This is an optimization exercise on Yosys and OpenROAD, whose aim is small area, a short achievable clock period and few clock cycles per item, not a production implementation.
Where RTL was checked, it was by simulation tests only, not by an equivalence proof against the original.
Power is estimated from default activity; no workload was simulated.

## lmfe_top
module lmfe_top (
    input  logic             clk,
    input  logic             reset,
    input  logic             in_en,
    input  lmfe_pkg::pixel_t Din,
    output logic             busy,
    output logic             out_valid,
    output lmfe_pkg::pixel_t Dout
);
    logic [5:0]                we;
    logic [7:0]                wpix;
    lmfe_pkg::col_t            ph;
    lmfe_pkg::lag_t            lag;
    logic [47:0]               rd;
    logic [7:0]                prd;
    logic [55:0]               col_pix;
    logic                      emit;
    lmfe_pkg::col_t            rc;
    row_loader i_loader (
        .clk   (clk),
        .reset (reset),
        .in_en (in_en),
        .Din   (Din),
        .emit  (emit),
        .busy  (busy),
        .we    (we),
        .wpix  (wpix),
        .ph    (ph),
        .rc    (rc),
        .lag   (lag),
        .prd   (prd)
    );
    line_buffer i_lbuf (
        .clk  (clk),
        .we   (we),
        .wpix (wpix),
        .rd   (rd)
    );
    window_scanner i_scan (
        .clk     (clk),
        .reset   (reset),
        .rc      (rc),
        .lag     (lag),
        .rd      (rd),
        .prd     (prd),
        .col_pix (col_pix),
        .emit    (emit)
    );
    median_rank49 i_rank (
        .clk       (clk),
        .reset     (reset),
  ...
==> flow/config.mk <==
export PLATFORM = sky130hd
export DESIGN_NAME = lmfe_top
export DESIGN_NICKNAME = lmfe_top
export VERILOG_FILES = /design/flow/design.v
export SDC_FILE = /design/flow/constraint.sdc
export NUM_CORES = 8
export LEC_CHECK = 0
export ABC_CLOCK_PERIOD_IN_PS = 4000
export CAP_MARGIN = 20
export CELL_PAD_IN_SITES_DETAIL_PLACEMENT = 1
export CELL_PAD_IN_SITES_GLOBAL_PLACEMENT = 2
export CORE_MARGIN = 2
export CORE_UTILIZATION = 40
export CTS_BUF_LIST = sky130_fd_sc_hd__clkbuf_16
export CTS_CLUSTER_DIAMETER = 100
export CTS_CLUSTER_SIZE = 25
export PLACE_DENSITY = 0.55
export SLEW_MARGIN = 20
==> flow/constraint.sdc <==
create_clock -name core_clock -period 15.0 [get_ports {clk}]
set_input_delay 3.0000 -clock core_clock [delete_from_list [all_inputs] [get_ports {clk}]]
set_output_delay 3.0000 -clock core_clock [all_outputs]
set_load 0.01 [all_outputs]
standard.sh (not shown) runs the stock make flow with config.mk's settings and CLKGATE_MAP_FILE= SYNTH_SCRIPT=/design/flow/synth_recipe.tcl, a recipe that flattens the netlist after the stock synthesis.
==> flow/flow/run.sh <==
#!/bin/bash
# The standard layout (standard.sh, unchanged synthesis), with ORFS's
# repair_timing asked to leave more setup slack than the 15 ns clock needs,
# so that the achieved period shrinks. Gate cloning is off so that no
# register is ever copied. Every port still gets a buffer; buffer_ports is
# only told which buffer cell to use. make's output goes to standard.log
# here; each ORFS step also keeps its own log under orfs/logs/.
set -euo pipefail
cd "$(dirname "$0")/.."
export SETUP_SLACK_MARGIN=10.5
export SKIP_GATE_CLONING=1
export BUFFER_PORTS_ARGS="-buffer_cell sky130_fd_sc_hd__buf_4"
bash standard.sh > standard.log 2>&1
Edit:
- CTS_BUF_LIST: sky130_fd_sc_hd__clkbuf_16 -> sky130_fd_sc_hd__clkbuf_8
- CTS_CLUSTER_DIAMETER: 100 -> 60
- CTS_CLUSTER_SIZE: 25 -> 16
=> Global-route usage grows by 0.19 points. Routed wire length rose by 1.6%. Non-clock buffer count goes up by 39. Power stays flat. Core utilization goes up by 0.23 points. Sequential share of layout area fell by 0.38 points. Final cell count rises by 2.2%. Clock power hardly moves. Worst setup slack got worse by 0.050 ns.
Edit:
--- a/flow/flow/run.sh
+++ b/flow/flow/run.sh
@@ -10 +10 @@
-export SETUP_SLACK_MARGIN=10.5
+export SETUP_SLACK_11=MARGIN
- CTS_BUF_LIST: sky130_fd_sc_hd__clkbuf_8 -> sky130_fd_sc_hd__clkbuf_16
- CTS_CLUSTER_DIAMETER: 60 -> 100
- CTS_CLUSTER_SIZE: 16 -> 25
Outcome: Total power barely changes; cell count falls by 3.1%; global-route usage falls by 0.41 points; die area is unchanged; routed wire length is lower by about 4%; worst setup slack got worse by 0.81 ns; clock-buffer cell count falls by 254; cell area went down by about 2.7%; critical path depth rose by 1; sequential share of layout area went up by 1.9 points.
Edit:
--- a/flow/flow/run.sh
+++ b/flow/flow/run.sh
@@ -10 +10 @@
-export SETUP_SLACK_11=MARGIN
+export SETUP_SLACK_MARGIN=10.5
- CELL_PAD_IN_SITES_DETAIL_PLACEMENT: 1 -> 0
- CELL_PAD_IN_SITES_GLOBAL_PLACEMENT: 2 -> 1
- CORE_UTILIZATION: 40 -> 55
- PLACE_DENSITY: 0.55 -> 0.68
Result: Cell count falls by a little under a tenth; worst setup slack improves by 0.89 ns; area after synthesis is unchanged; power came out lower slightly; clock power goes down by a few percent; wire length shrinks by a little under a tenth; hold slack gets better by 0.026 ns; clock-buffer cell count drops by 8.
No functional check of the RTL was part of any run of this note.

Another version of the RTL of lmfe_top (not shown whole).
Size in the first run: ~14000 cells after synthesis, roughly 21 I/O pins.
clock: 15.0 ns
lec_check: 0
abc_area: 1
cap_margin: 20
cell_pad_in_sites_detail_placement: 0
cell_pad_in_sites_global_placement: 1
core_margin: 2
core_utilization: 55
cts_buf_list: sky130_fd_sc_hd__clkbuf_16
cts_cluster_diameter: 100
cts_cluster_size: 25
place_density: 0.68
slew_margin: 20
==> flow/flow/run.sh <==
#!/bin/bash
# The standard layout (standard.sh, unchanged synthesis), with ORFS's
# repair_timing asked to leave more setup slack than the 15 ns clock needs,
# so that the achieved period shrinks. Gate cloning is off so that no
# register is ever copied. Every port still gets a buffer; buffer_ports is
# only told which buffer cell to use. make's output goes to standard.log
# here; each ORFS step also keeps its own log under orfs/logs/.
set -euo pipefail
cd "$(dirname "$0")/.."
export SETUP_SLACK_MARGIN=10.7
export SKIP_GATE_CLONING=1
export CTS_BUF_DISTANCE=600
export BUFFER_PORTS_ARGS="-buffer_cell sky130_fd_sc_hd__buf_4"
bash standard.sh > standard.log 2>&1
Testbench counts at the start, summed over its fixed seeds: cycles 99,498, frames 6.
==> next run, changes <==
==> flow/run.sh (new file) <==
#!/bin/bash
# synth_recipe.tcl (not shown) runs the flow's synth.tcl, then flattens the netlist and writes it again
# the make line also repeats each setting of config.mk as NAME=value (left out here)
make -C /OpenROAD-flow-scripts/flow DESIGN_CONFIG=/design/flow/config.mk WORK_HOME=/design/flow/orfs CLKGATE_MAP_FILE= SYNTH_SCRIPT=/design/flow/synth_recipe.tcl finish
ABC_AREA = not set   (was 1)
ABC_CLOCK_PERIOD_IN_PS = 4000   (was not set)
SETUP_SLACK_MARGIN = 5   (was not set)
removed: flow/flow/run.sh
removed: flow/standard.sh
What happened:
- clock-buffer cell count climbs by 1
- non-clock buffer count drops by 4
- first-iteration DRC count drops by 3.8%
- power drops by about 0.6%
- synthesized area climbs by 0.32%
- utilization drops by 0.32 points
- critical path depth climbs by 16
- setup slack got worse by 1100 ps
==> next run, changes <==
==> flow/flow/run.sh (new file) <==
#!/bin/bash
# The standard layout (standard.sh, unchanged synthesis), with ORFS's
# repair_timing asked to leave more setup slack than the 15 ns clock needs,
# so that the achieved period shrinks. Gate cloning is off so that no
# register is ever copied. Every port still gets a buffer; buffer_ports is
# only told which buffer cell to use. make's output goes to standard.log
# here; each ORFS step also keeps its own log under orfs/logs/.
set -euo pipefail
cd "$(dirname "$0")/.."
export SETUP_SLACK_MARGIN=10.7
export SKIP_GATE_CLONING=1
export BUFFER_PORTS_ARGS="-buffer_cell sky130_fd_sc_hd__buf_4"
bash standard.sh > standard.log 2>&1
==> flow/standard.sh (new file) <==
#!/bin/bash
# synth_recipe.tcl (not shown) runs the flow's synth.tcl, then flattens the netlist and writes it again
# the make line also repeats each setting of config.mk as NAME=value (left out here)
make -C /OpenROAD-flow-scripts/flow DESIGN_CONFIG=/design/flow/config.mk WORK_HOME=/design/flow/orfs CLKGATE_MAP_FILE= SYNTH_SCRIPT=/design/flow/synth_recipe.tcl "${@:-finish}"
ABC_AREA = 1   (was not set)
ABC_CLOCK_PERIOD_IN_PS = not set   (was 4000)
CTS_CLUSTER_DIAMETER = 70   (was 100)
CTS_CLUSTER_SIZE = 30   (was 25)
SETUP_SLACK_MARGIN = not set   (was 5)
removed: flow/run.sh
The new run finished clean.
Sequential share of layout area goes up by 0.13 points.
Cell count went up by 9.2%.
Setup slack improves by 1300 ps.
Synthesized area goes down by 0.32%.
Design area stays flat.
Count of clock-buffer cells in the layout went down by 24.
Critical path depth fell by 16.
First-iteration DRC count increases by 3.3%.
Clock skew goes up by 8.2 ps.
Register-to-register slack improves by 1800 ps.
==> next run, changes <==
--- a/flow/flow/run.sh
+++ b/flow/flow/run.sh
@@ -8,5 +8,5 @@
 set -euo pipefail
 cd "$(dirname "$0")/.."
-export SETUP_SLACK_MARGIN=10.7
+export SETUP_SLACK_MARGIN=10.5
 export SKIP_GATE_CLONING=1
 export BUFFER_PORTS_ARGS="-buffer_cell sky130_fd_sc_hd__buf_4"
CTS_CLUSTER_DIAMETER = 100   (was 70)
CTS_CLUSTER_SIZE = 25   (was 30)
Result:
- worst hold slack degrades by 28 ps
- register-to-register slack gets worse by 140 ps
- wire length is higher by 0.89%
- clock-buffer cell count went up by 24
- final cell count barely changes
- utilization barely changes
- setup slack degrades by 99 ps
- die area is unchanged

## old
Another version of the RTL of lmfe_top (not shown whole).
Size in the first run: about 12000 cells after synthesis, ~8300 flip-flops, ~21 I/O pins, about 190000 µm² of cells after synthesis.
make LEC_CHECK=0 CAP_MARGIN=20 CELL_PAD_IN_SITES_DETAIL_PLACEMENT=0 CELL_PAD_IN_SITES_GLOBAL_PLACEMENT=1 CORE_MARGIN=2 CORE_UTILIZATION=50 CTS_BUF_LIST=sky130_fd_sc_hd__clkbuf_8 CTS_CLUSTER_SIZE=24 PLACE_DENSITY=0.65 SLEW_MARGIN=20 finish   # period 15.0 ns
run.sh (not shown) runs the stock make flow with config.mk's settings and CLKGATE_MAP_FILE= SYNTH_SCRIPT=/design/flow/synth_recipe.tcl, a recipe that flattens the netlist after the stock synthesis.
Stock flow here: none of the scripts above is used.
#### Input delta (new over old)
- changing CORE_UTILIZATION from 50 to 30
- changing CELL_PAD_IN_SITES_DETAIL_PLACEMENT from 0 to 1
- removing CTS_CLUSTER_SIZE (formerly 24)
- removing CTS_BUF_LIST (formerly sky130_fd_sc_hd__clkbuf_8)
- changing PLACE_DENSITY from 0.65 to 0.45
- changing CELL_PAD_IN_SITES_GLOBAL_PLACEMENT from 1 to 2
[summary]
- The critical path depth reported for new is greater than that of old by about 4%.
- Last element of the critical path = i_rank.eq_q[40]: old; last element of the critical path = i_rank.eq_q[18]: new
- For total power draw, dividing the value from new by the value from old gives 1.08.
- On hold slack, the higher figure sits with old, not new.
- Ratio of routed vias to standard cells sits lower in new than in old.
- Between new and old, the HPWL after detailed placement is higher for new.
- Compared to old, the router laid down more metal wire for new.
- Changes observed in new relative to old: fraction of the cycle the final worst path needs decreased by 3.5 points relative to the old numbers, final cell count increased by about 15% relative to the old numbers, setup slack increased by 530 ps relative to the old numbers.
- new was carried through to the last stage, and its layout satisfied the timing, DRC and antenna checks.
No run of this note included a check of the RTL's function; only the layout flow was run.

-- separate check: timing with driven ports --
The flow's constraints put no driver on any port. The routed layouts listed below were extracted and timed again, unchanged, in two steps. Step 1: set_driving_cell puts a clkbuf_16 on clk and a buf_2 on each other input, an assumption about the parent block. Step 2 adds t to the input delays and takes it off the output delays; t is the mean of the earliest and latest rising clock arrival at the registers after step 1. Input paths then give back, and output paths get back, about the clock's delay inside the block. Three values: ideal, step 1, step 2; two values: the first two.
run | t (ns) | setup slack, ns | worst hold slack (ns) | slew at the worst register clock pin (ns) | cell pins on the clock port's net
the first run of note 1 | 1.038 | 10.081 / 10.081 / 10.081 | 0.287 / 0.287 / 0.287 | 0.11 / 0.11 | 1
the second run of note 1 | 1.246 | 10.032 / 10.032 / 10.032 | 0.292 / 0.292 / 0.292 | 0.10 / 0.10 | 1
the third run of note 1 | 1.023 | 9.217 / 9.217 / 9.217 | 0.261 / 0.261 / 0.261 | 0.11 / 0.11 | 1
the fourth run of note 1 | 1.009 | 10.105 / 10.105 / 10.105 | 0.286 / 0.286 / 0.286 | 0.11 / 0.11 | 1
the first run of note 2 | 1.200 | 10.333 / 10.231 / 10.134 | 0.288 / 0.288 / 0.288 | 0.11 / 0.11 | 1
the second run of note 2 | 1.008 | 9.203 / 9.203 / 9.203 | 0.299 / 0.299 / 0.299 | 0.11 / 0.11 | 1
the third run of note 2 | 1.014 | 10.540 / 10.439 / 10.126 | 0.289 / 0.289 / 0.289 | 0.11 / 0.11 | 1
the fourth run of note 2 | 1.044 | 10.441 / 10.338 / 10.407 | 0.260 / 0.260 / 0.260 | 0.11 / 0.11 | 1
old | 1.354 | 6.265 / 6.265 / 6.265 | 0.258 / 0.258 / 0.258 | 0.07 / 0.07 | 1
new | 1.171 | 6.792 / 6.792 / 6.792 | 0.242 / 0.242 / 0.242 | 0.07 / 0.07 | 1
After both steps setup and hold are still met in every run listed. For the third run of note 2, which loses most, drivers alone change the setup slack by -0.101 ns; drivers and shift together by -0.414 ns.
